This is an optimization exercise on Yosys and OpenROAD, whose aim is small area, a short achievable clock period and few clock cycles per item, not a production implementation. The RTL was checked by simulation tests, not by an equivalence proof against the original design. No activity file was given, so power comes from the tool's default toggle rates.

File: design/flow/flow/run.sh
#!/bin/bash
# Standard synthesis, then the combinational logic re-mapped by ABC for area (registers kept
# as the standard synthesis made them), then the standard layout from floorplan to finish.
set -euo pipefail
W=$(pwd)
R=$W/orfs/results/${FLOW_PLATFORM}/sigmoidLayer/base
L=$W/orfs/logs/${FLOW_PLATFORM}/sigmoidLayer/base
LIB=$FLOW_HOME/platforms/${FLOW_PLATFORM}/lib/sky130_fd_sc_hd__tt_025C_1v80.lib

# 1. The standard synthesis
bash standard.sh $R/1_2_yosys.v > $W/log_1_synth.txt 2>&1
cp $R/1_2_yosys.v $W/std_1_2_yosys.v

# 1b. The same synthesis with a lighter ABC script, which keeps the structure of the
# (already optimised) RTL; used only if it gives exactly the standard synthesis's registers
SRC=$W/std_1_2_yosys.v
if [[ -f $W/flow/synth.abc ]]; then
  rm -rf $W/myscripts $W/orfs_light
  cp -r $FLOW_HOME/scripts $W/myscripts
  cp $W/flow/synth.abc $W/myscripts/abc_speed.script
  cp $W/flow/synth.abc $W/myscripts/abc_area.script
  LR=$W/orfs_light/results/${FLOW_PLATFORM}/sigmoidLayer/base
  if make -C $FLOW_HOME DESIGN_CONFIG=$FLOW_CONFIG WORK_HOME=$W/orfs_light CLKGATE_MAP_FILE= \
       SCRIPTS_DIR=$W/myscripts SYNTH_SCRIPT=$W/synth_recipe.tcl $LR/1_2_yosys.v > $W/log_1b_light_synth.txt 2>&1; then
    regs() { grep -oE "sky130_fd_sc_hd__(edfxtp|dfxtp|dfrtp|dfstp|dfbbp|dfrbp|sdf|dlx)[a-z0-9_]* +[^ ]+" $1 | sed 's/_[0-9]* / /' | sort; }
    regs $W/std_1_2_yosys.v > $W/regs_std.txt
    regs $LR/1_2_yosys.v > $W/regs_light.txt
    if cmp -s $W/regs_std.txt $W/regs_light.txt && [[ -s $W/regs_std.txt ]]; then
      SRC=$LR/1_2_yosys.v
      echo "using the light synthesis" > $W/log_1b_choice.txt
    else
      echo "registers differ: using the standard synthesis" > $W/log_1b_choice.txt
    fi
  else
    echo "light synthesis failed: using the standard synthesis" > $W/log_1b_choice.txt
  fi
fi

# 2. Re-map the combinational cells for area
python3 $W/flow/mkmap.py $LIB $W/comb_cells.v > $W/log_2_mkmap.txt 2>&1
DONTUSE=$(grep -o -- "-dont_use [A-Za-z0-9_]*" $L/1_2_yosys.log | sort -u | tr '\n' ' ')
if [[ -f $W/flow/remap.abc ]]; then
  cp $W/flow/remap.abc $W/remap.abc
else
  printf 'strash\ndch -f\nmap -a\ntopo\nstime -p\n' > $W/remap.abc
fi
# The logic from the registers to the outputs may get its own (faster) mapping first
OUTPASS=""
if [[ -f $W/flow/remap_out.abc ]]; then
  cp $W/flow/remap_out.abc $W/remap_out.abc
  OUTPASS="select -set oc o:outData %ci*:-sky130_fd_sc_hd__edfxtp_1
abc -liberty $LIB $DONTUSE -script $W/remap_out.abc @oc
select -clear"
fi
# One remap per seed of the area script (4 at a time); keep the smallest
SEEDS=${REMAP_SEEDS:-$(cat $W/flow/remap_seeds 2>/dev/null || echo 1)}
for S in $SEEDS; do
  sed "s/-S [0-9]*/-S $S/" $W/remap.abc > $W/remap_s$S.abc
  cat > $W/remap_s$S.ys <<EOS
read_liberty -lib $LIB
read_verilog $SRC
hierarchy -top $FLOW_TOP
techmap -map $W/comb_cells.v
techmap
opt -purge
$OUTPASS
abc -liberty $LIB $DONTUSE -script $W/remap_s$S.abc
opt_clean -purge
hilomap -singleton -hicell sky130_fd_sc_hd__conb_1 HI -locell sky130_fd_sc_hd__conb_1 LO
insbuf -buf sky130_fd_sc_hd__buf_4 A X
splitnets
opt_clean -purge
tee -o $W/remap_s$S.stat stat -liberty $LIB
write_verilog -noattr -noexpr -nohex -nodec $W/remap_s$S.v
EOS
  yosys -s $W/remap_s$S.ys > $W/log_2_remap_s$S.txt 2>&1 &
  while (( $(jobs -r | wc -l) >= 4 )); do sleep 1; done
done
wait
BEST=""; BESTA=""
for S in $SEEDS; do
  A=$(grep -o "Chip area for module .*: [0-9.]*" $W/remap_s$S.stat | awk '{print $NF}')
  echo "seed $S area $A" >> $W/log_2_remap_pick.txt
  if [[ -z "$BEST" ]] || python3 -c "import sys; sys.exit(0 if $A < $BESTA else 1)"; then BEST=$S; BESTA=$A; fi
done
echo "picked seed $BEST area $BESTA" >> $W/log_2_remap_pick.txt
cp $W/remap_s$BEST.v $W/remap_1_2_yosys.v
cp $W/remap_1_2_yosys.v $R/1_2_yosys.v
touch $R/1_2_yosys.v

if [[ -f $W/flow/skip_tie_fanout ]]; then export SKIP_REPAIR_TIE_FANOUT=1; fi
export BUFFER_PORTS_ARGS="-buffer_cell ${PORT_BUFFER:-sky130_fd_sc_hd__buf_1}"
bash standard.sh > $W/log_3_layout.txt 2>&1
File: design/flow/flow/mkmap.py
#!/usr/bin/env python3
# Writes a Yosys techmap file turning each combinational liberty cell into its logic function.
import re, sys
lib = open(sys.argv[1]).read()
out = open(sys.argv[2], 'w')
pos = 0
cells = []
for m in re.finditer(r'\n\s*cell\s*\(\s*"?(\w+)"?\s*\)\s*\{', lib):
    cells.append((m.group(1), m.start()))
cells.append((None, len(lib)))
n = 0
for (name, s), (_, e) in zip(cells, cells[1:]):
    body = lib[s:e]
    if re.search(r'\n\s*(ff|latch|statetable)\s*\(', body):
        continue
    pins = []
    for pm in re.finditer(r'\n\s*pin\s*\(\s*"?(\w+)"?\s*\)\s*\{', body):
        pb = body[pm.end():pm.end() + 4000]
        # cut at next pin
        nxt = re.search(r'\n\s*pin\s*\(', pb)
        if nxt: pb = pb[:nxt.start()]
        d = re.search(r'direction\s*:\s*"?(\w+)"?', pb)
        f = re.search(r'\bfunction\s*:\s*"([^"]*)"', pb)
        pins.append((pm.group(1), d.group(1) if d else None, f.group(1) if f else None))
    outs = [p for p in pins if p[1] == 'output']
    ins = [p for p in pins if p[1] == 'input']
    if not outs or any(o[2] is None for o in outs):
        continue
    ports = [p[0] for p in ins] + [o[0] for o in outs]
    out.write(f"module {name} ({', '.join(ports)});\n")
    for p in ins: out.write(f"  input {p[0]};\n")
    for o in outs:
        fn = o[2].replace('!', '~')
        fn = re.sub(r'\b1\b', "1'b1", fn); fn = re.sub(r'\b0\b', "1'b0", fn)
        out.write(f"  output {o[0]};\n  assign {o[0]} = {fn};\n")
    out.write("endmodule\n\n")
    n += 1
print(n, "cells")
File: design/flow/flow/remap.abc
strash
dch -f
map -D 1200
topo
stime -p
File: design/flow/flow/remap_out.abc
strash
dch -f
map -D 300
topo
stime -p
File: design/flow/flow/remap_seeds
1
File: design/flow/flow/skip_tie_fanout
tie cells: one for all constant outputs
File: design/flow/flow/synth.abc
strash
dch -f
map -a
topo
stime -p
File: design/flow/standard.sh
#!/bin/bash
# synth_recipe.tcl (not shown) runs the flow's synth.tcl, then flattens the netlist and writes it again
# the make line also repeats each setting of config.mk as NAME=value (left out here)
make -C /OpenROAD-flow-scripts/flow DESIGN_CONFIG=/design/flow/config.mk WORK_HOME=/design/flow/orfs CLKGATE_MAP_FILE= SYNTH_SCRIPT=/design/flow/synth_recipe.tcl "${@:-finish}"
File: design/flow/config.mk
export PLATFORM = sky130hd
export DESIGN_NAME = sigmoidLayer
export DESIGN_NICKNAME = sigmoidLayer
export VERILOG_FILES = /design/flow/design.v
export SDC_FILE = /design/flow/constraint.sdc
export NUM_CORES = 4
export LEC_CHECK = 0
export CAP_MARGIN = 20
export CORE_MARGIN = 2
export CORE_UTILIZATION = 55
export CTS_BUF_LIST = sky130_fd_sc_hd__clkbuf_8
export PLACE_DENSITY = 0.65
export SETUP_SLACK_MARGIN = 1.7
export SLEW_MARGIN = 20
File: design/flow/constraint.sdc
create_clock -name core_clock -period 4.5 [get_ports {clk}]
set_input_delay 0.9000 -clock core_clock [delete_from_list [all_inputs] [get_ports {clk}]]
set_output_delay 0.9000 -clock core_clock [all_outputs]
set_load 0.01 [all_outputs]
File: design/flow/design.v
package sigmoidPkg;
    localparam int DATA_W = 16;
    localparam int FRAC_W = 8;
    typedef logic signed [DATA_W-1:0] preAct_t;
    typedef logic [DATA_W-1:0] act_t;
    function automatic logic [7:0] sigmoidHalf(input logic [3:0] q, input logic [2:0] t);
        case ({q, t})
            7'd1: sigmoidHalf = 8'd6;   
            7'd2: sigmoidHalf = 8'd13;   
            7'd3: sigmoidHalf = 8'd19;   
            7'd4: sigmoidHalf = 8'd25;   
            7'd5: sigmoidHalf = 8'd31;   
            7'd8: sigmoidHalf = 8'd31;   
            7'd9: sigmoidHalf = 8'd37;   
            7'd10: sigmoidHalf = 8'd43;   
            7'd11: sigmoidHalf = 8'd49;   
            7'd12: sigmoidHalf = 8'd54;   
            7'd13: sigmoidHalf = 8'd59;   
            7'd16: sigmoidHalf = 8'd59;   
            7'd17: sigmoidHalf = 8'd64;   
            7'd18: sigmoidHalf = 8'd69;   
            7'd19: sigmoidHalf = 8'd73;   
            7'd20: sigmoidHalf = 8'd77;   
            7'd21: sigmoidHalf = 8'd81;   
            7'd24: sigmoidHalf = 8'd81;   
            7'd25: sigmoidHalf = 8'd85;   
            7'd26: sigmoidHalf = 8'd88;   
            7'd27: sigmoidHalf = 8'd92;   
            7'd28: sigmoidHalf = 8'd95;   
            7'd29: sigmoidHalf = 8'd97;   
            7'd32: sigmoidHalf = 8'd97;   
            7'd33: sigmoidHalf = 8'd100;   
            7'd34: sigmoidHalf = 8'd102;   
            7'd35: sigmoidHalf = 8'd105;   
            7'd36: sigmoidHalf = 8'd107;   
            7'd37: sigmoidHalf = 8'd109;   
            7'd40: sigmoidHalf = 8'd109;   
            7'd41: sigmoidHalf = 8'd110;   
            7'd42: sigmoidHalf = 8'd112;   
            7'd43: sigmoidHalf = 8'd113;   
            7'd44: sigmoidHalf = 8'd115;   
            7'd45: sigmoidHalf = 8'd116;   
            7'd48: sigmoidHalf = 8'd116;   
            7'd49: sigmoidHalf = 8'd117;   
            7'd50: sigmoidHalf = 8'd118;   
            7'd51: sigmoidHalf = 8'd119;   
            7'd52: sigmoidHalf = 8'd120;   
            7'd53: sigmoidHalf = 8'd120;   
            7'd56: sigmoidHalf = 8'd120;   
            7'd57: sigmoidHalf = 8'd121;   
            7'd58: sigmoidHalf = 8'd122;   
            7'd59: sigmoidHalf = 8'd122;   
            7'd60: sigmoidHalf = 8'd123;   
            7'd61: sigmoidHalf = 8'd123;   
            7'd64: sigmoidHalf = 8'd123;   
            7'd65: sigmoidHalf = 8'd124;   
            7'd66: sigmoidHalf = 8'd124;   
            7'd67: sigmoidHalf = 8'd125;   
            7'd68: sigmoidHalf = 8'd125;   
            7'd69: sigmoidHalf = 8'd125;   
            7'd72: sigmoidHalf = 8'd125;   
            7'd73: sigmoidHalf = 8'd125;   
            7'd74: sigmoidHalf = 8'd126;   
            7'd75: sigmoidHalf = 8'd126;   
            7'd76: sigmoidHalf = 8'd126;   
            7'd77: sigmoidHalf = 8'd126;   
            7'd80: sigmoidHalf = 8'd126;   
            7'd81: sigmoidHalf = 8'd126;   
            7'd82: sigmoidHalf = 8'd127;   
            7'd83: sigmoidHalf = 8'd127;   
            7'd84: sigmoidHalf = 8'd127;   
            7'd85: sigmoidHalf = 8'd127;   
            7'd88: sigmoidHalf = 8'd127;   
            7'd89: sigmoidHalf = 8'd127;   
            7'd90: sigmoidHalf = 8'd127;   
            7'd91: sigmoidHalf = 8'd127;   
            7'd92: sigmoidHalf = 8'd127;   
            7'd93: sigmoidHalf = 8'd128;   
            default: sigmoidHalf = 8'd0;
        endcase
    endfunction
endpackage
`timescale 1ns/1ps
module sigmoidLaneIn(x, s, d);
  input [15:0] x;
  wire [15:0] x;
  output s;
  wire s;
  output [7:0] d;
  wire [7:0] d;
  wire _108_;
  wire _109_;
  wire _110_;
  wire _111_;
  wire _112_;
  wire _113_;
  wire _114_;
  wire _115_;
  wire _116_;
  wire _117_;
  wire _118_;
  wire _119_;
  wire _120_;
  wire _121_;
  wire _122_;
  wire _123_;
  wire _124_;
  wire _125_;
  wire _126_;
  wire _127_;
  wire _128_;
  wire _129_;
  wire _130_;
  wire _131_;
  wire _132_;
  wire _133_;
  wire _134_;
  wire _135_;
  wire _136_;
  wire _137_;
  wire _138_;
  wire _139_;
  wire _140_;
  wire _141_;
  wire _142_;
  wire _143_;
  wire _144_;
  wire _145_;
  wire _146_;
  wire _147_;
  wire _148_;
  wire _149_;
  wire _150_;
  wire _151_;
  wire _152_;
  wire _153_;
  wire _154_;
  wire _155_;
  wire _156_;
  wire _157_;
  wire _158_;
  wire _159_;
  wire _160_;
  wire _161_;
  wire _162_;
  wire _163_;
  wire _164_;
  wire _165_;
  wire _166_;
  wire _167_;
  wire _168_;
  wire _169_;
  wire _170_;
  wire _171_;
  wire _172_;
  wire _173_;
  wire _174_;
  wire _175_;
  wire _176_;
  wire _177_;
  wire _178_;
  wire _179_;
  wire _180_;
  wire _181_;
  wire _182_;
  wire _183_;
  wire _184_;
  wire _185_;
  wire _186_;
  wire _187_;
  wire _188_;
  wire _189_;
  wire _190_;
  wire _191_;
  wire _192_;
  wire _193_;
  wire _194_;
  wire _195_;
  wire _196_;
  wire _197_;
  wire _198_;
  wire _199_;
  wire _200_;
  wire _201_;
  wire _202_;
  wire _203_;
  wire _204_;
  wire _205_;
  wire _206_;
  wire _207_;
  wire _208_;
  wire _209_;
  wire _210_;
  wire _211_;
  wire _212_;
  wire _213_;
  wire _214_;
  wire _215_;
  wire _216_;
  wire _217_;
  wire _218_;
  wire _219_;
  wire _220_;
  wire _221_;
  wire _222_;
  wire _223_;
  wire _224_;
  wire _225_;
  wire _226_;
  wire _227_;
  wire _228_;
  wire _229_;
  wire _230_;
  wire _231_;
  wire _232_;
  wire _233_;
  wire _234_;
  wire _235_;
  wire _236_;
  wire _237_;
  wire _238_;
  wire _239_;
  wire _240_;
  wire _241_;
  wire _242_;
  wire _243_;
  wire _244_;
  wire _245_;
  wire _246_;
  wire _247_;
  wire _248_;
  wire _249_;
  wire _250_;
  wire _251_;
  wire _252_;
  wire _253_;
  wire _254_;
  wire _255_;
  wire _256_;
  wire _257_;
  wire _258_;
  wire _259_;
  wire _260_;
  wire _261_;
  wire _262_;
  wire _263_;
  wire _264_;
  wire _265_;
  wire _266_;
  wire _267_;
  wire _268_;
  wire _269_;
  wire _270_;
  wire _271_;
  wire _272_;
  wire _273_;
  wire _274_;
  wire _275_;
  wire _276_;
  wire _277_;
  wire _278_;
  wire _279_;
  wire _280_;
  wire _281_;
  wire _282_;
  wire _283_;
  wire _284_;
  wire _285_;
  wire _286_;
  wire _287_;
  wire _288_;
  wire _289_;
  wire _290_;
  wire _291_;
  wire _292_;
  wire _293_;
  wire _294_;
  wire _295_;
  wire _296_;
  wire _297_;
  wire _298_;
  wire _299_;
  wire _300_;
  wire _301_;
  wire _302_;
  wire _303_;
  wire _304_;
  wire _305_;
  wire _306_;
  wire _307_;
  wire _308_;
  wire _309_;
  wire _310_;
  wire _311_;
  wire _312_;
  wire _313_;
  wire _314_;
  wire _315_;
  wire _316_;
  wire _317_;
  wire _318_;
  wire _319_;
  wire _320_;
  wire _321_;
  wire _322_;
  wire _323_;
  wire _324_;
  wire _325_;
  wire _326_;
  wire _327_;
  wire _328_;
  wire _329_;
  wire _330_;
  wire _331_;
  wire _332_;
  wire _333_;
  wire _334_;
  wire _335_;
  wire _336_;
  wire _337_;
  wire _338_;
  wire _339_;
  wire _340_;
  wire _341_;
  wire _342_;
  wire _343_;
  wire _344_;
  wire _345_;
  wire _346_;
  wire _347_;
  wire _348_;
  wire _349_;
  wire _350_;
  wire _351_;
  wire _352_;
  wire _353_;
  wire _354_;
  wire _355_;
  wire _356_;
  wire _357_;
  wire _358_;
  wire _359_;
  wire _360_;
  wire _361_;
  wire _362_;
  wire _363_;
  wire _364_;
  wire _365_;
  wire _366_;
  wire _367_;
  wire _368_;
  wire _369_;
  wire _370_;
  wire _371_;
  wire _372_;
  wire _373_;
  wire _374_;
  wire _375_;
  wire _376_;
  wire _377_;
  wire _378_;
  wire _379_;
  wire _380_;
  wire _381_;
  wire _382_;
  wire _383_;
  wire _384_;
  wire _385_;
  wire _386_;
  wire _387_;
  wire _388_;
  wire _389_;
  wire _390_;
  wire _391_;
  wire _392_;
  wire _393_;
  wire _394_;
  wire _395_;
  wire _396_;
  wire _397_;
  wire _398_;
  wire _399_;
  wire _400_;
  wire _401_;
  wire _402_;
  wire _403_;
  wire _404_;
  wire _405_;
  wire _406_;
  wire _407_;
  wire _408_;
  wire _409_;
  wire _410_;
  wire _411_;
  wire _412_;
  wire _413_;
  wire _414_;
  wire _415_;
  wire _416_;
  wire _417_;
  wire _418_;
  wire _419_;
  wire _420_;
  wire _421_;
  wire _422_;
  wire _423_;
  wire _424_;
  wire _425_;
  wire _426_;
  wire _427_;
  wire _428_;
  wire _429_;
  wire _430_;
  wire _431_;
  wire _432_;
  wire _433_;
  wire _434_;
  wire _435_;
  wire _436_;
  wire _437_;
  wire _438_;
  wire _439_;
  wire _440_;
  wire _441_;
  wire _442_;
  wire _443_;
  wire _444_;
  wire _445_;
  wire _446_;
  wire _447_;
  wire _448_;
  wire _449_;
  wire _450_;
  wire _451_;
  wire _452_;
  wire _453_;
  wire _454_;
  wire _455_;
  wire _456_;
  wire _457_;
  wire _458_;
  wire _459_;
  wire _460_;
  wire _461_;
  wire _462_;
  wire _463_;
  wire _464_;
  wire _465_;
  wire _466_;
  wire _467_;
  wire _468_;
  wire _469_;
  wire _470_;
  wire _471_;
  wire _472_;
  wire _473_;
  wire _474_;
  wire _475_;
  wire _476_;
  wire _477_;
  wire _478_;
  wire _479_;
  wire _480_;
  wire _000_;
  wire _001_;
  wire _002_;
  wire _003_;
  wire _004_;
  wire _005_;
  wire _006_;
  wire _007_;
  wire _008_;
  wire _009_;
  wire _010_;
  wire _011_;
  wire _012_;
  wire _013_;
  wire _014_;
  wire _015_;
  wire _016_;
  wire _017_;
  wire _018_;
  wire _019_;
  wire _020_;
  wire _021_;
  wire _022_;
  wire _023_;
  wire _024_;
  wire _025_;
  wire _026_;
  wire _027_;
  wire _028_;
  wire _029_;
  wire _030_;
  wire _031_;
  wire _032_;
  wire _033_;
  wire _034_;
  wire _035_;
  wire _036_;
  wire _037_;
  wire _038_;
  wire _039_;
  wire _040_;
  wire _041_;
  wire _042_;
  wire _043_;
  wire _044_;
  wire _045_;
  wire _046_;
  wire _047_;
  wire _048_;
  wire _049_;
  wire _050_;
  wire _051_;
  wire _052_;
  wire _053_;
  wire _054_;
  wire _055_;
  wire _056_;
  wire _057_;
  wire _058_;
  wire _059_;
  wire _060_;
  wire _061_;
  wire _062_;
  wire _063_;
  wire _064_;
  wire _065_;
  wire _066_;
  wire _067_;
  wire _068_;
  wire _069_;
  wire _070_;
  wire _071_;
  wire _072_;
  wire _073_;
  wire _074_;
  wire _075_;
  wire _076_;
  wire _077_;
  wire _078_;
  wire _079_;
  wire _080_;
  wire _081_;
  wire _082_;
  wire _083_;
  wire _084_;
  wire _085_;
  wire _086_;
  wire _087_;
  wire _088_;
  wire _089_;
  wire _090_;
  wire _091_;
  wire _092_;
  wire _093_;
  wire _094_;
  wire _095_;
  wire _096_;
  wire _097_;
  wire _098_;
  wire _099_;
  wire _100_;
  wire _101_;
  wire _102_;
  wire _103_;
  wire _104_;
  wire _105_;
  wire _106_;
  wire _107_;
  assign _108_ = x[0] & x[1];
  assign _109_ = _108_ & x[2];
  assign _110_ = _109_ | x[4];
  assign _033_ = _110_ | x[3];
  assign _034_ = ~ x[6];
  assign _111_ = ~ _033_;
  assign _112_ = ~ _034_;
  assign _113_ = ~ x[5];
  assign _114_ = _111_ | _112_;
  assign _035_ = _114_ | _113_;
  assign _115_ = _116_ & _117_;
  assign _116_ = ~ x[1];
  assign _117_ = ~ x[2];
  assign _118_ = ~ x[4];
  assign _119_ = ~ x[3];
  assign _120_ = _115_ | _118_;
  assign _036_ = _120_ | _119_;
  assign _037_ = ~ x[5];
  assign _121_ = ~ _036_;
  assign _122_ = ~ x[6];
  assign _123_ = ~ _037_;
  assign _124_ = _121_ | _122_;
  assign _038_ = _124_ | _123_;
  assign _125_ = ~ _035_;
  assign _126_ = ~ _038_;
  assign _039_ = _125_ | _126_;
  assign _040_ = ~ _039_;
  assign _127_ = _128_ & _129_;
  assign _128_ = ~ x[3];
  assign _129_ = ~ x[2];
  assign _130_ = ~ x[5];
  assign _041_ = _127_ | _130_;
  assign _131_ = _132_ & _133_;
  assign _132_ = ~ x[0];
  assign _133_ = ~ x[1];
  assign _134_ = ~ x[3];
  assign _135_ = ~ x[2];
  assign _136_ = _131_ | _134_;
  assign _042_ = _136_ | _135_;
  assign _137_ = _139_ & _140_;
  assign _138_ = _141_ & _142_;
  assign _139_ = ~ _042_;
  assign _140_ = ~ x[4];
  assign _141_ = ~ _037_;
  assign _142_ = ~ x[4];
  assign _043_ = _137_ | _138_;
  assign _143_ = _145_ & _146_;
  assign _144_ = _147_ & _148_;
  assign _145_ = ~ x[4];
  assign _146_ = ~ _043_;
  assign _147_ = ~ _041_;
  assign _148_ = ~ _043_;
  assign _044_ = _143_ | _144_;
  assign _149_ = ~ _040_;
  assign _150_ = ~ _044_;
  assign _045_ = _149_ | _150_;
  assign _046_ = ~ _045_;
  assign _047_ = ~ x[7];
  assign _048_ = ~ x[8];
  assign _151_ = ~ _047_;
  assign _152_ = ~ _048_;
  assign _049_ = _151_ | _152_;
  assign _153_ = ~ x[7];
  assign _154_ = ~ x[8];
  assign _050_ = _153_ | _154_;
  assign _155_ = ~ _049_;
  assign _156_ = ~ _050_;
  assign _051_ = _155_ | _156_;
  assign _157_ = ~ _034_;
  assign _158_ = ~ _047_;
  assign _052_ = _157_ | _158_;
  assign _159_ = ~ x[6];
  assign _160_ = ~ x[7];
  assign _053_ = _159_ | _160_;
  assign _161_ = ~ _052_;
  assign _162_ = ~ _053_;
  assign _054_ = _161_ | _162_;
  assign _055_ = ~ _054_;
  assign _056_ = _163_ & _164_;
  assign _163_ = ~ _051_;
  assign _164_ = ~ _055_;
  assign _165_ = ~ _046_;
  assign _166_ = ~ _056_;
  assign _057_ = _165_ | _166_;
  assign _167_ = x[8] & _169_;
  assign _168_ = _170_ & x[9];
  assign _169_ = ~ x[9];
  assign _170_ = ~ x[8];
  assign _058_ = _167_ | _168_;
  assign _059_ = _171_ & _172_;
  assign _171_ = ~ x[9];
  assign _172_ = ~ x[10];
  assign _060_ = ~ x[9];
  assign _061_ = ~ x[10];
  assign _062_ = _173_ & _174_;
  assign _173_ = ~ _060_;
  assign _174_ = ~ _061_;
  assign _063_ = _175_ & _176_;
  assign _175_ = ~ _059_;
  assign _176_ = ~ _062_;
  assign _177_ = _179_ & _180_;
  assign _178_ = _181_ & _182_;
  assign _179_ = ~ _057_;
  assign _180_ = ~ _063_;
  assign _181_ = ~ _058_;
  assign _182_ = ~ _063_;
  assign _064_ = _177_ | _178_;
  assign _065_ = ~ x[15];
  assign _183_ = ~ _065_;
  assign _184_ = ~ _048_;
  assign _066_ = _183_ | _184_;
  assign _185_ = ~ x[15];
  assign _186_ = ~ x[8];
  assign _067_ = _185_ | _186_;
  assign _187_ = ~ _066_;
  assign _188_ = ~ _067_;
  assign _068_ = _187_ | _188_;
  assign _069_ = ~ _068_;
  assign _189_ = _190_ & _191_;
  assign _190_ = ~ _054_;
  assign _191_ = ~ _069_;
  assign _192_ = ~ _046_;
  assign _070_ = _189_ | _192_;
  assign _071_ = _193_ & _194_;
  assign _193_ = ~ _069_;
  assign _194_ = ~ _040_;
  assign _072_ = ~ _051_;
  assign _073_ = _195_ & _196_;
  assign _195_ = ~ _054_;
  assign _196_ = ~ _072_;
  assign _197_ = _199_ & _200_;
  assign _198_ = _201_ & _202_;
  assign _199_ = ~ _071_;
  assign _200_ = ~ _056_;
  assign _201_ = ~ _073_;
  assign _202_ = ~ _056_;
  assign _074_ = _197_ | _198_;
  assign _075_ = _203_ & _204_;
  assign _203_ = ~ _044_;
  assign _204_ = ~ _039_;
  assign _205_ = _207_ & _208_;
  assign _206_ = x[15] & x[6];
  assign _207_ = ~ x[15];
  assign _208_ = ~ x[6];
  assign _076_ = _205_ | _206_;
  assign _209_ = ~ _075_;
  assign _210_ = ~ _076_;
  assign _077_ = _209_ | _210_;
  assign _211_ = ~ _070_;
  assign _212_ = ~ _074_;
  assign _213_ = ~ _077_;
  assign _214_ = _211_ | _212_;
  assign _078_ = _214_ | _213_;
  assign _079_ = _215_ & _216_;
  assign _215_ = ~ _051_;
  assign _216_ = ~ _040_;
  assign _080_ = ~ _079_;
  assign _217_ = ~ _078_;
  assign _218_ = ~ _080_;
  assign _081_ = _217_ | _218_;
  assign _219_ = x[8] & _221_;
  assign _220_ = _222_ & x[10];
  assign _221_ = ~ x[10];
  assign _222_ = ~ x[8];
  assign _082_ = _219_ | _220_;
  assign _083_ = ~ _082_;
  assign _223_ = ~ _081_;
  assign _224_ = ~ _083_;
  assign _084_ = _223_ | _224_;
  assign _225_ = _227_ & _228_;
  assign _226_ = x[15] & x[10];
  assign _227_ = ~ x[15];
  assign _228_ = ~ x[10];
  assign _085_ = _225_ | _226_;
  assign _229_ = _231_ & _232_;
  assign _230_ = _233_ & _234_;
  assign _231_ = ~ _080_;
  assign _232_ = ~ _085_;
  assign _233_ = ~ _055_;
  assign _234_ = ~ _085_;
  assign _086_ = _229_ | _230_;
  assign _087_ = ~ _056_;
  assign _088_ = ~ _058_;
  assign _235_ = ~ _088_;
  assign _236_ = ~ _055_;
  assign _089_ = _235_ | _236_;
  assign _090_ = ~ _063_;
  assign _237_ = _239_ & _240_;
  assign _238_ = _241_ & _242_;
  assign _239_ = ~ _087_;
  assign _240_ = ~ _090_;
  assign _241_ = ~ _089_;
  assign _242_ = ~ _090_;
  assign _091_ = _237_ | _238_;
  assign _092_ = ~ _091_;
  assign _093_ = ~ _076_;
  assign _094_ = _243_ & _244_;
  assign _243_ = ~ _055_;
  assign _244_ = ~ _093_;
  assign _245_ = ~ _092_;
  assign _246_ = ~ _094_;
  assign _095_ = _245_ | _246_;
  assign _247_ = _249_ & _250_;
  assign _248_ = x[15] & x[9];
  assign _249_ = ~ x[15];
  assign _250_ = ~ x[9];
  assign _096_ = _247_ | _248_;
  assign _251_ = _252_ & _253_;
  assign _252_ = ~ _069_;
  assign _253_ = ~ _093_;
  assign _254_ = ~ _089_;
  assign _097_ = _251_ | _254_;
  assign _255_ = _256_ & _257_;
  assign _256_ = ~ _051_;
  assign _257_ = ~ _068_;
  assign _258_ = ~ _088_;
  assign _098_ = _255_ | _258_;
  assign _259_ = _263_ & _264_;
  assign _260_ = _265_ & _266_;
  assign _261_ = _267_ & _268_;
  assign _262_ = _269_ & _270_;
  assign _263_ = ~ _056_;
  assign _264_ = ~ _097_;
  assign _265_ = ~ _056_;
  assign _266_ = ~ _098_;
  assign _267_ = ~ _096_;
  assign _268_ = ~ _097_;
  assign _269_ = ~ _096_;
  assign _270_ = ~ _098_;
  assign _271_ = _259_ | _260_;
  assign _272_ = _271_ | _261_;
  assign _099_ = _272_ | _262_;
  assign _273_ = _277_ & _278_;
  assign _274_ = _273_ & _279_;
  assign _275_ = _280_ & _281_;
  assign _276_ = _275_ & _282_;
  assign _277_ = ~ _099_;
  assign _278_ = ~ _045_;
  assign _279_ = ~ _091_;
  assign _280_ = ~ _094_;
  assign _281_ = ~ _045_;
  assign _282_ = ~ _091_;
  assign _100_ = _274_ | _276_;
  assign _283_ = _095_ & _075_;
  assign _284_ = _283_ & _099_;
  assign _101_ = _284_ | _100_;
  assign _285_ = _286_ & _287_;
  assign _102_ = _285_ & _288_;
  assign _286_ = ~ x[15];
  assign _287_ = ~ x[11];
  assign _288_ = ~ _062_;
  assign _289_ = _290_ & _291_;
  assign _103_ = _289_ & _292_;
  assign _290_ = ~ x[12];
  assign _291_ = ~ x[13];
  assign _292_ = ~ x[14];
  assign _293_ = ~ x[15];
  assign _294_ = ~ x[11];
  assign _104_ = _293_ | _294_;
  assign _295_ = ~ x[12];
  assign _296_ = ~ x[13];
  assign _297_ = ~ x[14];
  assign _298_ = _295_ | _296_;
  assign _105_ = _298_ | _297_;
  assign _299_ = _300_ & _301_;
  assign _106_ = _299_ & _302_;
  assign _300_ = ~ _104_;
  assign _301_ = ~ _105_;
  assign _302_ = ~ _059_;
  assign _303_ = _305_ & _306_;
  assign _304_ = _307_ & _308_;
  assign _305_ = ~ _102_;
  assign _306_ = ~ _106_;
  assign _307_ = ~ _103_;
  assign _308_ = ~ _106_;
  assign _107_ = _303_ | _304_;
  assign _309_ = _312_ & _313_;
  assign _310_ = _314_ & _315_;
  assign _311_ = _316_ & _317_;
  assign _312_ = ~ _084_;
  assign _313_ = ~ _107_;
  assign _314_ = ~ _086_;
  assign _315_ = ~ _107_;
  assign _316_ = ~ _101_;
  assign _317_ = ~ _107_;
  assign _318_ = _309_ | _310_;
  assign _000_ = _318_ | _311_;
  assign d[7] = ~ _000_;
  assign d[6] = _319_ & _320_;
  assign _319_ = ~ _064_;
  assign _320_ = ~ d[7];
  assign _321_ = ~ _045_;
  assign _322_ = ~ _072_;
  assign _323_ = ~ _083_;
  assign _324_ = _321_ | _322_;
  assign _001_ = _324_ | _323_;
  assign _002_ = _325_ & _326_;
  assign _325_ = ~ _055_;
  assign _326_ = ~ _045_;
  assign _327_ = _331_ & _332_;
  assign _328_ = _333_ & _334_;
  assign _329_ = _335_ & _336_;
  assign _330_ = _337_ & _338_;
  assign _331_ = ~ _051_;
  assign _332_ = ~ _040_;
  assign _333_ = ~ _051_;
  assign _334_ = ~ _097_;
  assign _335_ = ~ _068_;
  assign _336_ = ~ _040_;
  assign _337_ = ~ _068_;
  assign _338_ = ~ _097_;
  assign _339_ = _327_ | _328_;
  assign _340_ = _339_ | _329_;
  assign _003_ = _340_ | _330_;
  assign _341_ = _343_ & _344_;
  assign _342_ = _345_ & _346_;
  assign _343_ = ~ _002_;
  assign _344_ = ~ _063_;
  assign _345_ = ~ _003_;
  assign _346_ = ~ _063_;
  assign _004_ = _341_ | _342_;
  assign _347_ = _349_ & _350_;
  assign _348_ = _351_ & _352_;
  assign _349_ = ~ _001_;
  assign _350_ = ~ d[7];
  assign _351_ = ~ _004_;
  assign _352_ = ~ d[7];
  assign d[5] = _347_ | _348_;
  assign _005_ = ~ _002_;
  assign _006_ = _353_ & _354_;
  assign _353_ = ~ _069_;
  assign _354_ = ~ _093_;
  assign _007_ = _355_ & _356_;
  assign _355_ = ~ _051_;
  assign _356_ = ~ _068_;
  assign _357_ = _358_ & _359_;
  assign _358_ = ~ _006_;
  assign _359_ = ~ _007_;
  assign _360_ = ~ _045_;
  assign _008_ = _357_ | _360_;
  assign _361_ = ~ _005_;
  assign _362_ = ~ _008_;
  assign _009_ = _361_ | _362_;
  assign _363_ = ~ _057_;
  assign _364_ = ~ _090_;
  assign _010_ = _363_ | _364_;
  assign _011_ = ~ _010_;
  assign _012_ = _365_ & _366_;
  assign _365_ = ~ _088_;
  assign _366_ = ~ _003_;
  assign _367_ = _371_ & _372_;
  assign _368_ = _367_ & _373_;
  assign _369_ = _374_ & _375_;
  assign _370_ = _369_ & _376_;
  assign _371_ = ~ _009_;
  assign _372_ = ~ _012_;
  assign _373_ = ~ d[7];
  assign _374_ = ~ _011_;
  assign _375_ = ~ _012_;
  assign _376_ = ~ d[7];
  assign d[4] = _368_ | _370_;
  assign _377_ = _378_ & _379_;
  assign _378_ = ~ _054_;
  assign _379_ = ~ _079_;
  assign _380_ = ~ _098_;
  assign _013_ = _377_ | _380_;
  assign _014_ = _381_ & _382_;
  assign _381_ = ~ _096_;
  assign _382_ = ~ _013_;
  assign _383_ = _387_ & _388_;
  assign _384_ = _383_ & _389_;
  assign _385_ = _390_ & _391_;
  assign _386_ = _385_ & _392_;
  assign _387_ = ~ _078_;
  assign _388_ = ~ _014_;
  assign _389_ = ~ d[7];
  assign _390_ = ~ _011_;
  assign _391_ = ~ _014_;
  assign _392_ = ~ d[7];
  assign d[3] = _384_ | _386_;
  assign _015_ = ~ _094_;
  assign _393_ = ~ _075_;
  assign _394_ = ~ _015_;
  assign _016_ = _393_ | _394_;
  assign _395_ = _396_ & _397_;
  assign _396_ = ~ _040_;
  assign _397_ = ~ _055_;
  assign _398_ = ~ _082_;
  assign _399_ = ~ _016_;
  assign _400_ = _395_ | _398_;
  assign _017_ = _400_ | _399_;
  assign _401_ = _013_ & _068_;
  assign _402_ = _096_ & _017_;
  assign _018_ = _401_ | _402_;
  assign _403_ = _405_ & _406_;
  assign _404_ = _407_ & _408_;
  assign _405_ = ~ _009_;
  assign _406_ = ~ _018_;
  assign _407_ = ~ _014_;
  assign _408_ = ~ _018_;
  assign _019_ = _403_ | _404_;
  assign _409_ = _411_ & _412_;
  assign _410_ = _413_ & _414_;
  assign _411_ = ~ _045_;
  assign _412_ = ~ _079_;
  assign _413_ = ~ _073_;
  assign _414_ = ~ _079_;
  assign _020_ = _409_ | _410_;
  assign _415_ = ~ _020_;
  assign _416_ = ~ _005_;
  assign _021_ = _415_ | _416_;
  assign _417_ = ~ _021_;
  assign _418_ = ~ _068_;
  assign _419_ = ~ _092_;
  assign _420_ = _417_ | _418_;
  assign _022_ = _420_ | _419_;
  assign _023_ = ~ _022_;
  assign _421_ = _422_ & _423_;
  assign d[2] = _421_ & _424_;
  assign _422_ = ~ _019_;
  assign _423_ = ~ _023_;
  assign _424_ = ~ d[7];
  assign _425_ = _427_ & _428_;
  assign _426_ = _429_ & _430_;
  assign _427_ = ~ _015_;
  assign _428_ = ~ _096_;
  assign _429_ = ~ _088_;
  assign _430_ = ~ _096_;
  assign _024_ = _425_ | _426_;
  assign _431_ = ~ _039_;
  assign _432_ = ~ _094_;
  assign _025_ = _431_ | _432_;
  assign _433_ = ~ _024_;
  assign _434_ = ~ _016_;
  assign _435_ = ~ _025_;
  assign _436_ = _433_ | _434_;
  assign _026_ = _436_ | _435_;
  assign _437_ = _054_ & _439_;
  assign _438_ = _440_ & _075_;
  assign _439_ = ~ _075_;
  assign _440_ = ~ _054_;
  assign _027_ = _437_ | _438_;
  assign _441_ = _442_ & _443_;
  assign _442_ = ~ _027_;
  assign _443_ = ~ _019_;
  assign _444_ = ~ _011_;
  assign _028_ = _441_ | _444_;
  assign _445_ = _447_ & _448_;
  assign _446_ = _445_ & _449_;
  assign _447_ = ~ _083_;
  assign _448_ = ~ _003_;
  assign _449_ = ~ _023_;
  assign _450_ = ~ _026_;
  assign _451_ = ~ _028_;
  assign _452_ = _446_ | _450_;
  assign _029_ = _452_ | _451_;
  assign d[1] = _453_ & _454_;
  assign _453_ = ~ d[7];
  assign _454_ = ~ _029_;
  assign _455_ = ~ _080_;
  assign _456_ = ~ _085_;
  assign _030_ = _455_ | _456_;
  assign _457_ = _093_ & _071_;
  assign _458_ = _096_ & _071_;
  assign _459_ = _093_ & _030_;
  assign _460_ = _096_ & _030_;
  assign _461_ = _457_ | _458_;
  assign _462_ = _461_ | _459_;
  assign _031_ = _462_ | _460_;
  assign _032_ = _463_ & _464_;
  assign _463_ = ~ _031_;
  assign _464_ = ~ _101_;
  assign _465_ = _471_ & _472_;
  assign _466_ = _465_ & _473_;
  assign _467_ = _474_ & _475_;
  assign _468_ = _467_ & _476_;
  assign _469_ = _477_ & _478_;
  assign _470_ = _469_ & _479_;
  assign _471_ = ~ _084_;
  assign _472_ = ~ _107_;
  assign _473_ = ~ _032_;
  assign _474_ = ~ _086_;
  assign _475_ = ~ _107_;
  assign _476_ = ~ _032_;
  assign _477_ = ~ _022_;
  assign _478_ = ~ _107_;
  assign _479_ = ~ _032_;
  assign _480_ = _466_ | _468_;
  assign d[0] = _480_ | _470_;
  assign s = x[15];
endmodule
module sigmoidLaneOut (
    input  logic       s,
    input  logic [7:0] d,
    output logic [8:0] result
);
    logic [7:0] lower;
    logic or01;
    logic or23;
    logic or45;
    logic or03;
    assign or01 = d[0] | d[1];
    assign or23 = d[2] | d[3];
    assign or45 = d[4] | d[5];
    assign or03 = or01 | or23;
    assign lower[0] = 1'b0;
    assign lower[1] = d[0];
    assign lower[2] = or01;
    assign lower[3] = or01 | d[2];
    assign lower[4] = or03;
    assign lower[5] = or03 | d[4];
    assign lower[6] = or03 | or45;
    assign lower[7] = or03 | or45 | d[6];
    assign result[6:0] = d[6:0] ^ ({7{s}} & lower[6:0]);
    assign result[7] = ~(d[7] ^ (s & lower[7]));
    assign result[8] = ~s & d[7];
endmodule
`timescale 1ns/1ps
module sigmoidLayer #(
    parameter int NUM_LANES = 10
) (
    input  logic                                 clk,
    input  logic                                 rst,
    input  logic                                 inValid,
    output logic                                 inReady,
    input  sigmoidPkg::preAct_t [NUM_LANES-1:0] inData,
    output logic                                 outValid,
    input  logic                                 outReady,
    output sigmoidPkg::act_t [NUM_LANES-1:0]    outData
);
    logic sNext [NUM_LANES];
    logic [7:0] dNext [NUM_LANES];
    logic sReg [NUM_LANES];
    logic [7:0] dReg [NUM_LANES];
    logic [8:0] res [NUM_LANES];
    logic accept;
    assign inReady = !outValid || outReady;
    assign accept = inValid && inReady;
    always_ff @(posedge clk) begin
        if (rst) begin
            outValid <= 1'b0;
        end else if (inReady) begin
            outValid <= inValid;
        end
    end
    for (genvar i = 0; i < NUM_LANES; i++) begin : genLane
        sigmoidLaneIn laneIn (
            .x(inData[i]),
            .s(sNext[i]),
            .d(dNext[i])
        );
        always_ff @(posedge clk) begin
            if (accept) begin
                sReg[i] <= sNext[i];
                dReg[i] <= dNext[i];
            end
        end
        sigmoidLaneOut laneOut (
            .s(sReg[i]),
            .d(dReg[i]),
            .result(res[i])
        );
        assign outData[i] = {7'd0, res[i]};
    end
endmodule
==> reports/metrics.cfg, run 1 <==
[status]
status=no timing/DRC/antenna violations

[drt]
vias_per_cell=5.64
drtIter0Drc=593
finalWirelength_um=29400
antenna_left=0
dr.pass1.iters=5
num_vias=11500
wl_per_cell_um=14.4
drcViolationCount=0

[worst_setup_path]
required_ns=3.60
reg2reg_to=dReg[7][5]
worst-setup-path-type=flop to output pin
crit_path_end_kind=output pin
slowest_delay_ns=0.44
cp-start-kind=flop
crit_fanout=4
r2r_cells=2
cp_cell_sequence=o21ai_2 > nand4_1 > o21ai_1 > nand3_1 > nand2_2 > buf_6
timing.rr.start=outValid
r2r_setup_slack_ns=2.70
crit_arrival_ns=1.83
critPathSlowestCell=edfxtp_1

[cts]
worst_skew_pair.late_latency_ns=0.38
clk_pin_slew_ns=0.11
cts-buffers-inserted=9
cts_root_buffer=clkbuf_8
clockBufferDepth=2
cts_tree=yes
cts_max_level=3
cts.sinks=91

[floorplan]
core_area_mm2=0.0188
rows=50
dieArea_mm2=0.0204
die_x_um=143
io_pins=326
die_h_um=143
start_util=0.564

[placement]
pre_cts_slack_ns=1.30
gp_congestion=1.03
placed_cells=2001
io_buffers=255
place_hpwl_um=23800

[synthesis]
synth_area_mm2=0.0106
yosys_warnings=8
syn_nets=1728
synthCells=1564
syn_area_per_cell_um2=6.79

[finish]
fin_util=0.635
drive_gt1_frac=0.0677
fin_nets=1932
filler_cell_count=1712
finalNonFillerCells=2036
syn2layout_area_growth_pct=12.6

[global_route]
grt_max_degree=71
use_met1=0.339
grt_pass1_vias=10200
antenna_found_initial=3
grtUsageTotal=0.279
grt_overflow=0
grt_pass1_wl_um=47000
grtUsageMet3=0.0443
gr-usage-met2=0.483
grt.busiest_layer=met2

[timing]
slew_violations=0
setup_violations=0
slew_headroom=0.430
setup_tns_ns=0
worst_slew_pin_slew_ns=0.853
fin_crit_ns=2.73
fmax_mhz=366
rsz0062_at_grt=true
skew_ns=0.0156
fin_crit_sh=0.607
finalHoldViolations=0
finalWorstSetupSlack_ns=1.77

[power]
power_frac_comb=0.448
pwr-share-clk=0.201
peakVddDrop_uv=128
power.density_mw_per_mm2=250
intPower_uw=1720
power_leakage_uw=0.00446
p_sw_uw=1270
seqPwrFrac=0.351
switching_share=0.425

[hold_path]
worstHoldStart=outValid
hold_end=outValid
hold_depth=2
hold_path_class=flop to flop

[job]
maxCapViolCount=0

## critical path, delay by kind of cell, from the launching register on
kind | cells | cell delay, ns
flip-flops | 1 | 0.44
AND/OR/NAND/NOR | 3 | 0.46
AO/OA/AOI/OAI | 2 | 0.44
buffers and inverters | 1 | 0.11
## power by group through the flow
stage | Combinational (µW) | Sequential [µW] | Clock [µW]
6_report | 1340 | 1050 | 601
5_1_grt | 1490 | 1060 | 649
4_1_cts | 1280 | 1050 | 615
3_5_place_dp | 1260 | 1070 | 0
3_3_place_gp | 1270 | 1070 | 0
2_1_floorplan | 928 | 1060 | 0
## layer usage
metal	part of all wire	wire length, µm
met1	0.41	11900
met2	0.49	14400
met4	0.041	1200
met3	0.064	1880
met5	0.00044	13
## state kept, by name, summed over array words and instances (netlist names)
| signal | count |
|---|---|
| dReg | 80 |
| sReg | 10 |
| outValid | 1 |
## per-stage QoR
step / hold WS, ns / total power (µW) / cell area [µm²]
after floorplan: 0.609 / 1990 / 10600
after global placement: 0.529 / 2340 / 11400
after CTS: 0.557 / 2940 / 11600
after global routing: 0.587 / 3200 / 11900
after detailed placement: 0.540 / 2330 / 11400
final: 0.561 / 2990 / 12000
## timing repair
item	in CTS	in global routing
buffers inserted	5	11
resized for setup	9	70
pin swaps	0	9
hold buffers	0	0
setup endpoints to repair	13	81
## area by class of cell
type	instances	area, µm²	area share
multi-input cells	1219	6880	0.576
flip-flops and latches	91	2720	0.228
well taps	260	325	0.0272
repair buffers	273	1130	0.0946
clock buffers	9	124	0.0104
inverters	174	671	0.0561
diodes	3	7.51	0.000628
clock inverters	7	93.8	0.00785
## layout by cell type, fill, tap and decap left out, types with 4 or more instances in the layout
cell type,count
clkbuf_8,9
a21oi_1,90
edfxtp_1,90
xor2_2,6
buf_4,16
a32oi_1,11
xnor2_1,66
clkbuf_2,16
o211ai_1,54
o21ai_1,9
o21a_1,7
xor2_1,80
o311ai_0,5
nand3_1,98
nor3_1,21
nand2_1,358
a31oi_1,14
a22oi_1,32
o32ai_1,4
a211oi_1,8
and3_2,8
o21ai_2,5
buf_1,237
clkinv_1,171
and2_2,13
nand4_1,10
o21ai_0,86
nor2_1,156
o31ai_1,6
xnor2_2,6
a41oi_1,6
nand3b_1,5
o22ai_1,9
## worst max path at each step
stage,from,endpoint,cells after the start
after floorplan,outReady,dReg[0][0],2
after global placement,inData[86],dReg[5][4],9
after detailed placement,inData[86],dReg[5][4],9
after CTS,dReg[4][0],outData[71],5
after global routing,dReg[5][0],outData[87],5
final,dReg[5][0],outData[87],6
Testbench counts, summed over its fixed seeds: cycles 16,008, beats 16,000.
==> inputs of run 2 (changes only) <==
--- a/design/flow/config.mk
+++ b/design/flow/config.mk
@@ -11,4 +11,4 @@
 export CTS_BUF_LIST = sky130_fd_sc_hd__clkbuf_8
 export PLACE_DENSITY = 0.65
-export SETUP_SLACK_MARGIN = 1.7
+export SETUP_SLACK_MARGIN = 1.9
 export SLEW_MARGIN = 20
==> reports/metrics.cfg, run 2 <==
[worst_setup_path]
crit_arrival_ns=1.81
worst-setup-path-type=flop to output pin
crit_fanout=4
r2r_setup_slack_ns=3.16
required_ns=3.60
crit_path_end_kind=output pin
worstSetupStartpoint=sReg[4]
timing.rr.start=outValid
cp-start-kind=flop

[cts]
clk_pin_slew_ns=0.10
worst_skew_pair.late_latency_ns=0.38
cts_max_level=3
cts.sinks=91
clockBufferDepth=2
cts-buffers-inserted=9
cts_hold_buffers=0
cts_tree=yes
cts_root_buffer=clkbuf_8

[power]
peakVddDrop_uv=127
p_sw_uw=1360
switching_share=0.427
power_leakage_uw=0.00511
pwr-share-clk=0.194
power_frac_comb=0.476
power.density_mw_per_mm2=242
seqPwrFrac=0.330
intPower_uw=1820

[timing]
slew_violations=0
setup_tns_ns=0
setup_violations=0
worst_slew_pin_slew_ns=0.599
skew_ns=0.0101
fin_crit_sh=0.602
rsz0062_at_grt=true
fmax_mhz=369
finalHoldViolations=0
slew_headroom=0.595
fin_crit_ns=2.71

[global_route]
grtUsageTotal=0.281
grt_max_degree=91
antenna_found_initial=6
grt_pass1_wl_um=47500
grt_pass1_vias=10300
grt_overflow=0

[drt]
antenna_left=0
num_vias=11800
drtIter0Drc=699
dr.pass1.iters=8
finalWirelength_um=31500
drcViolationCount=0
wl_per_cell_um=15.1
vias_per_cell=5.65

[finish]
top_regs=dReg: 80 flops, sReg: 10 flops, outValid: 1 flops
drive_gt1_frac=0.179
finalNonFillerCells=2088
final_cell_mix=344 x nand2_1, 181 x buf_1, 164 x clkinv_1, 143 x nor2_1, 92 x nand3_1
fin_nets=1982
largest_reg_flops=80
final_common_cell=nand2_1
syn2layout_area_growth_pct=23.9
regMostFlops=dReg

[placement]
place_hpwl_um=23400
gp_congestion=1.01
io_buffers=255
placed_cells=2000

[floorplan]
die_h_um=143
start_util=0.564
die_x_um=143
core_area_mm2=0.0188
rows=50
io_pins=326
dieArea_mm2=0.0204

[synthesis]
synth_area_mm2=0.0106
syn_nets=1728
yosys_warnings=8
synthCells=1564
syn_area_per_cell_um2=6.79

[job]
maxCapViolCount=0

[hold_path]
hold_path_class=flop to flop
worstHoldStart=outValid

[status]
status=no timing/DRC/antenna violations

[run 2: path summary, 6_finish.rpt]
| check | to | depth (start not counted) |
|---|---|---|
| worst max-delay path | outData[71] | 6 |
| worst min-delay path | outValid | 2 |
| worst max register to register | dReg[3][6] | 2 |
| worst min register to register | outValid | 2 |
[run 2: what timing repair did]
action                     in CTS  in global routing
resized for setup              85                212
buffers inserted               30                 37
hold endpoints to repair        0                  0
setup endpoints to repair      84                113
pin swaps                      15                 53
[run 2: through the flow]
step | util | setup WS [ns] | power (µW) | hold slack [ns] | cell area, µm²
floorplan | - | 1.65 | 1990 | 0.609 | 10700
CTS | 0.638 | 1.73 | 2990 | 0.600 | 12000
finish | 0.699 | 1.79 | 3180 | 0.596 | 13200
global placement | 0.603 | 1.29 | 2340 | 0.577 | 11400
global route | 0.698 | 1.68 | 3380 | 0.623 | 13200
detailed placement | 0.603 | 1.29 | 2330 | 0.585 | 11400
[run 2: power groups by stage]
stage,registers (µW),logic [µW],clock network [µW]
floorplan,1060,928,0
global placement,1070,1270,0
detailed placement,1070,1260,0
CTS,1050,1320,622
global route,1060,1670,651
finish,1050,1510,617
[run 2: metal layers]
layer	track usage	wire (µm)	vias to the layer above
met3	0.0409	1970	93
met1	0.346	12600	5326
li1	-	-	5889
met4	0.120	1120	2
met5	0	12	-
met2	0.490	15800	492
[run 2: final cells by class]
class,instances,area (µm²)
Sequential cell,91,2720
Inverter,174,674
Fill cell,1593,5670
Timing Repair Buffer,323,1620
Clock buffer,9,124
Clock inverter,7,87.6
Multi-Input combinational cell,1219,7590
Tap cell,260,325
Antenna cell,5,12.5
[run 2: critical path: stages (launching register included)]
cell and delay [ns]:
edfxtp_1 0.44, buf_6 0.15, nand2_2 0.08, nand4_1 0.23, o311ai_2 0.29, nand2_1 0.10, clkbuf_2 0.14
==> inputs of run 3 (changes only) <==
==> design/flow/flow/remap.abc (replaced) <==
strash
&get -n
&deepsyn -S 1 -T 120
&put
dch -f
map -D 1200
topo
stime -p
==> design/flow/flow/remap_seeds (replaced) <==
1 2 3 4
--- a/design/flow/config.mk
+++ b/design/flow/config.mk
@@ -11,4 +11,4 @@
 export CTS_BUF_LIST = sky130_fd_sc_hd__clkbuf_8
 export PLACE_DENSITY = 0.65
-export SETUP_SLACK_MARGIN = 1.9
+export SETUP_SLACK_MARGIN = 1.7
 export SLEW_MARGIN = 20
==> reports/metrics.cfg, run 3 <==
[status]
status=no timing/DRC/antenna violations

[timing]
fin_crit_sh=0.616
finalHoldViolations=0
worst_slew_pin_slew_ns=0.853
slew_violations=0
skew_ns=0.0151
rsz0062_at_grt=true
setup_tns_ns=0
fmax_mhz=361
setup_violations=0
slew_headroom=0.424
finalWorstSetupSlack_ns=1.73
fin_crit_ns=2.77

[placement]
pre_cts_slack_ns=1.36
io_buffers=255
placed_cells=1961
gp_congestion=1.01
placed_area_mm2=0.0111
place_hpwl_um=22400

[global_route]
grt_overflow=0
grt_pass1_vias=10100
antenna_found_initial=4
grt_max_degree=72
grtUsageTotal=0.270
grt_pass1_wl_um=45400

[floorplan]
rows=50
core_area_mm2=0.0186
io_pins=326
dieArea_mm2=0.0201
start_util=0.560
die_x_um=142
die_h_um=142

[finish]
drive_gt1_frac=0.0738
regMostFlops=dReg
seqCellArea_mm2=0.00272
fin_nets=1920
fin_util=0.623
syn2layout_area_growth_pct=11.3
largest_reg_flops=80
final_common_cell=nand2_1
design_area_mm2=0.0116
top_regs=dReg: 80 flops, sReg: 10 flops, outValid: 1 flops
multi_input_area_mm2=0.00650
finalNonFillerCells=1996
final_cell_mix=410 x nand2_1, 242 x buf_1, 193 x clkinv_1, 138 x nor2_1, 90 x edfxtp_1
filler_cell_count=1737

[cts]
cts_max_level=3
clockBufferDepth=2
clk_pin_slew_ns=0.10
cts-buffers-inserted=9
cts.sinks=91
cts_root_buffer=clkbuf_8
worst_skew_pair.late_latency_ns=0.37
cts_tree=yes

[power]
power_leakage_uw=0.00437
power.density_mw_per_mm2=243
peakVddDrop_uv=107

[worst_setup_path]
cp-start-kind=flop
reg2reg_to=dReg[2][1]
timing.rr.start=outValid
required_ns=3.60
worst-setup-path-type=flop to output pin
worstSetupStartpoint=sReg[5]
crit_arrival_ns=1.87
crit_path_end_kind=output pin
r2r_setup_slack_ns=2.74
r2r_cells=2
crit_fanout=6

[synthesis]
syn_nets=1715
syn_area_per_cell_um2=6.73
synthCells=1551
synth_area_mm2=0.0104
yosys_warnings=8

[hold_path]
worstHoldStart=outValid
hold_end=outValid
hold_path_class=flop to flop
hold_depth=2

[drt]
vias_per_cell=5.80
wl_per_cell_um=14.1
drcViolationCount=0
num_vias=11600
finalWirelength_um=28100
dr.pass1.iters=9
antenna_left=0
drtIter0Drc=723

[job]
maxCapViolCount=0

==> run 3: worst max-delay path by stage <==
stage | to | slack, ns | cells after the start
after global placement | dReg[1][4] | 1.29 | 11
after CTS | outData[71] | 1.67 | 6
after floorplan | dReg[0][0] | 1.65 | 2
after detailed placement | dReg[1][3] | 1.36 | 11
after global routing | outData[86] | 1.58 | 7
final | outData[85] | 1.73 | 7
==> run 3: critical path, cell delays in order (launching register included) <==
cell and delay [ns]:
edfxtp_1 0.53, buf_6 0.18, nand2_2 0.06, nand4_1 0.19, buf_4 0.21, nand2_1 0.06, xnor2_1 0.11, buf_1 0.18
==> run 3: layout make-up <==
cell class,count,area share
multi-input combinational,1179,0.559
sequential,91,0.234
timing repair buffer,274,0.0975
inverter,201,0.0664
tap,234,0.0252
clock buffer,9,0.0107
clock inverter,7,0.00646
antenna,1,0.000215
==> run 3: where the power goes <==
| part | switching, µW | internal [µW] | leakage, µW |
|---|---|---|---|
| registers | 43.6 | 986 | 0.000879 |
| clock network | 301 | 259 | 0.0000976 |
| logic | 812 | 419 | 0.00340 |
==> run 3: per-stage QoR <==
step	hold slack [ns]	power (µW)
floorplan	0.609	1910
global placement	0.518	2210
detailed placement	0.538	2210
CTS	0.554	2780
global route	0.589	3010
finish	0.572	2820
==> run 3: layer usage <==
layer | wire length [µm] | share of wire | GRT usage | vias up
met5 | 40 | 0.0014 | 0 | -
met4 | 771 | 0.027 | 0.0916 | 6
met3 | 2410 | 0.085 | 0.0432 | 79
met2 | 13000 | 0.46 | 0.461 | 565
met1 | 11900 | 0.42 | 0.348 | 5163
li1 | - | - | - | 5762
==> run 3: timing repair <==
| item | 4_1_cts | 5_1_grt |
|---|---|---|
| hold buffers | 0 | 0 |
| endpoints found under the setup margin | 11 | 53 |
| gates resized for setup | 6 | 58 |
| buffers inserted | 3 | 15 |
| pin swaps | 0 | 11 |

[separate check: timing with driven ports]
How much do the figures lean on ideal ports? The routed layouts below were timed once more, with nothing changed but the port constraints.
Step 1, drivers: a clkbuf_16 drives clk and a buf_2 each remaining input, both assumed.
Step 2, shift: input delay + t, output delay - t, t = (earliest + latest rising clock arrival at the registers) / 2. This alone moves slack from input paths to output paths.
Three values: ideal ports, drivers, drivers and shift; two values: the first two.
run	t (ns)	setup WS [ns]	worst register clock-pin slew, ns	pins driven straight from the clock port
run 1	0.415	1.766 / 1.727 / 1.374	0.11 / 0.11	1
run 2	0.418	1.791 / 1.753 / 1.596	0.11 / 0.11	1
run 3	0.401	1.727 / 1.689 / 1.450	0.10 / 0.10	1
After both steps every run listed still meets setup and hold. For run 1, which loses most, drivers alone change the setup slack by -0.039 ns; drivers and shift together by -0.392 ns.
